What follows belongs to an exercise in optimizing a design on an open flow for small area, a short achievable clock period and few clock cycles per item; a production flow would make more cautious choices. In this exercise RTL edits were held to simulation tests only and were not proved equivalent to the original. Power and IR drop assume default switching activity.

// systolic_top
module systolic_top (
    input  logic        clk,
    input  logic        rst_n,
    input  logic        wb_cyc,
    input  logic        wb_stb,
    input  logic        wb_we,
    input  logic [5:0]  wb_adr,
    input  logic [31:0] wb_dat_w,
    output logic [31:0] wb_dat_r,
    output logic        wb_ack
);
Size in the first run: roughly 76 I/O pins, roughly 18,000 um^2 of cells after synthesis.
Settings: LEC_CHECK=0, ABC_AREA=1, CAP_MARGIN=20, CORE_MARGIN=2, CORE_UTILIZATION=50, SETUP_SLACK_MARGIN=5, SLEW_MARGIN=20; clock period 9.0 ns.
standard.sh (not shown) runs the stock make flow with config.mk's settings and CLKGATE_MAP_FILE= SYNTH_SCRIPT=/design/flow/synth_recipe.tcl, a recipe that flattens the netlist after the stock synthesis.
==> flow/flow/run.sh <==
#!/bin/bash
# The standard layout (the standard.sh, unchanged synthesis), with
#  - a clock tree of mid-size buffers, clusters of up to 16 flip-flops and no
#    dummy balancing loads,
#  - plain buf_4 cells as the port buffers.
# Each tool's log is under orfs/logs; make's output goes to flow.log.
set -euo pipefail
MARGIN=${MARGIN:-6}
bash standard.sh SETUP_SLACK_MARGIN=$MARGIN \
  "CTS_ARGS=-sink_clustering_enable -repair_clock_nets -sink_clustering_size 16 -sink_clustering_max_diameter 60 -buf_list sky130_fd_sc_hd__clkbuf_8 -dont_use_dummy_load" \
  "BUFFER_PORTS_ARGS=-buffer_cell sky130_fd_sc_hd__buf_4" \
  finish > flow.log 2>&1
Testbench counts at the start, summed over its fixed seeds: cycles 11,520, jobs 384.
Edit:
--- a/flow/config.mk
+++ b/flow/config.mk
@@ -10,3 +10,4 @@
 export CORE_MARGIN = 2
-export CORE_UTILIZATION = 50
+export CORE_UTILIZATION = 40
+export PLACE_DENSITY = 0.72
 export SETUP_SLACK_MARGIN = 5
Result: The changed run finished with timing, DRC and antenna clean; non-clock buffer count went down by 10; global-route usage went down by 7.9 points; area after synthesis stays the same; synthesized cell count is unchanged; clock power went up by 5.0%; via count went up by 0.59%; routed wire length went down by 3.6%; count of clock-buffer cells in the layout went up by 2.
Edit:
==> flow/flow/run.sh (replaced) <==
#!/bin/bash
set -euo pipefail
MARGIN=${MARGIN:-6}
bash standard.sh SETUP_SLACK_MARGIN=$MARGIN \
  "CTS_ARGS=-sink_clustering_enable -repair_clock_nets -sink_clustering_size 16 -sink_clustering_max_diameter 60 -buf_list sky130_fd_sc_hd__clkbuf_8 -dont_use_dummy_load" \
  finish > flow.log 2>&1
--- a/flow/config.mk
+++ b/flow/config.mk
@@ -11,3 +11,2 @@
 export CORE_UTILIZATION = 40
-export PLACE_DENSITY = 0.72
 export SETUP_SLACK_MARGIN = 5
Effect: Global-route usage goes up by 1.0 points; wire length goes up by 5.3%; flip-flop and latch count is unchanged; clock skew is higher by 67 ps; sequential power stays flat; setup slack is worse by 29 ps; synthesized area stays the same; final area climbs by 2.0%; combinational power barely changes.


Setup of run A:
Starting RTL as in the previous note.
==> flow/config.mk <==
export PLATFORM = sky130hd
export DESIGN_NAME = systolic_top
export DESIGN_NICKNAME = systolic_top
export VERILOG_FILES = /design/flow/design.v
export SDC_FILE = /design/flow/constraint.sdc
export NUM_CORES = 4
export LEC_CHECK = 0
export ABC_AREA = 1
export CAP_MARGIN = 20
export CORE_MARGIN = 2
export CORE_UTILIZATION = 40
export SETUP_SLACK_MARGIN = 5
export SLEW_MARGIN = 20
==> flow/constraint.sdc <==
create_clock -name core_clock -period 9.0 [get_ports {clk}]
set_input_delay 1.8000 -clock core_clock [delete_from_list [all_inputs] [get_ports {clk}]]
set_output_delay 1.8000 -clock core_clock [all_outputs]
set_load 0.01 [all_outputs]
==> flow/flow/run.sh <==
#!/bin/bash
set -euo pipefail
MARGIN=${MARGIN:-6.3}
bash standard.sh SETUP_SLACK_MARGIN=$MARGIN \
  "CTS_ARGS=-sink_clustering_enable -repair_clock_nets -sink_clustering_size 16 -sink_clustering_max_diameter 60 -buf_list sky130_fd_sc_hd__clkbuf_8 -dont_use_dummy_load" \
  finish > flow.log 2>&1
Testbench counts of run A, summed over its fixed seeds: cycles 11,520, jobs 384.
Inputs modified between run A and run B:
Settings: ABC_AREA: 1 -> unset.
==> flow/flow/run.sh <==
#!/bin/bash
# The standard layout (the standard.sh, unchanged synthesis), with
#  - a clock tree of mid-size buffers, clusters of up to 16 flip-flops and no
#    dummy balancing loads,
#  - plain buf_4 cells as the port buffers.
# Each tool's log is under orfs/logs; make's output goes to flow.log.
set -euo pipefail
MARGIN=${MARGIN:-6}
bash standard.sh SETUP_SLACK_MARGIN=$MARGIN \
  "CTS_ARGS=-sink_clustering_enable -repair_clock_nets -sink_clustering_size 16 -sink_clustering_max_diameter 60 -buf_list sky130_fd_sc_hd__clkbuf_8 -dont_use_dummy_load" \
  "BUFFER_PORTS_ARGS=-buffer_cell sky130_fd_sc_hd__buf_4" \
  finish > flow.log 2>&1
Findings:
- Run B vs run A: non-clock buffer count down by more than a quarter
- A classification of the worst setup path of reg2out is what run A shows, while reg2reg belongs to run B.
- What run A reported for synthesized cell count has to be multiplied by 0.75 to get the figure for run B.
- [compare] base=run A new=run B: number of port buffers has remained practically unchanged; met3 track demand over resource has decreased; final area has decreased; met3 layer wire length in the routed design has decreased.
What run C does differently from run B at the input level:
Settings: ABC_AREA: unset -> 1.
==> flow/flow/run.sh <==
#!/bin/bash
set -euo pipefail
MARGIN=${MARGIN:-5.8}
bash standard.sh SETUP_SLACK_MARGIN=$MARGIN \
  "CTS_ARGS=-sink_clustering_enable -repair_clock_nets -sink_clustering_size 16 -sink_clustering_max_diameter 60 -buf_list sky130_fd_sc_hd__clkbuf_8 -dont_use_dummy_load" \
  finish > flow.log 2>&1
## What came out
Combinational family with the most area after synthesis = compound AO/OA/AOI/OAI gates: run B; combinational family with the most area after synthesis = simple AND/OR/NAND/NOR gates: run C. Compared with run B, in run C placement-stage worst setup slack decreased by 0.48 ns relative to the old numbers, core utilization closely matched the old numbers, leakage power increased by 0.0020 uW relative to the old numbers. Run comparison: run B endpoint of the most critical setup path c_ring[0][24]; run C endpoint of the most critical setup path rd_q[17]. Run C vs. run B: adder-cell share of the synthesized area has decreased, final estimated routing congestion in global placement has increased, area fraction of clock buffers and clock inverters has remained practically unchanged, non-clock buffer count has increased. Diff run B -> run C: relative contribution of the clock network to total power up 10 points; share of the final layout cell area in sequential cells has decreased; global-route usage went up by 2.0 points.
Input changes introduced in run D (baseline for comparison: run C):
==> flow/flow/run.sh <==
#!/bin/bash
# The standard layout (the standard.sh, unchanged synthesis), with
#  - a clock tree of mid-size buffers, clusters of up to 16 flip-flops and no
#    dummy balancing loads,
#  - plain buf_4 cells as the port buffers.
# Each tool's log is under orfs/logs; make's output goes to flow.log.
set -euo pipefail
MARGIN=${MARGIN:-6}
bash standard.sh SETUP_SLACK_MARGIN=$MARGIN \
  "CTS_ARGS=-sink_clustering_enable -repair_clock_nets -sink_clustering_size 16 -sink_clustering_max_diameter 60 -buf_list sky130_fd_sc_hd__clkbuf_8 -dont_use_dummy_load" \
  "BUFFER_PORTS_ARGS=-buffer_cell sky130_fd_sc_hd__buf_4" \
  finish > flow.log 2>&1
Findings:
Run C: all stages complete, timing, DRC and antenna checks passed. Run D closes out successfully: all stages finished, all timing, DRC and antenna checks passed. Changes observed in run D relative to run C: setup slack saw an increase, mean routed wirelength per cell saw an increase, relative area change from synthesis to final layout saw a decrease.

## what the ideal ports hide
The results above use ideal ports. As a check the final layouts listed here were re-extracted and re-timed, cells and wires unchanged. Step 1 sets driving cells, clkbuf_16 on the clock port and buf_2 on the other inputs (assumed; they add their load-dependent delay and slew). Step 2 also shifts input and output timing later by t, the mid clock arrival at the registers, as if the neighbouring blocks saw the same clock. Slacks: ideal / step 1 / step 2; pairs: ideal / step 1.
| run | t (ns) | setup slack, ns | worst setup path after step 2 |
|---|---|---|---|
| the first run of note 1 | 0.601 | 6.032 / 6.036 / 5.449 | input to register |
| the second run of note 1 | 0.641 | 6.019 / 5.991 / 5.387 | input to register |
| the third run of note 1 | 0.660 | 5.991 / 5.949 / 5.364 | input to register |
| run A | 0.673 | 6.076 / 6.021 / 5.594 | input to register |
| run B | 0.635 | 5.863 / 5.863 / 5.314 | input to register |
| run C | 0.653 | 5.797 / 5.823 / 5.170 | input to register |
| run D | 0.665 | 6.004 / 5.987 / 5.367 | input to register |
After both steps setup and hold are still met in every run listed. For run D, which loses most, drivers alone change the setup slack by -0.017 ns; drivers and shift together by -0.637 ns.
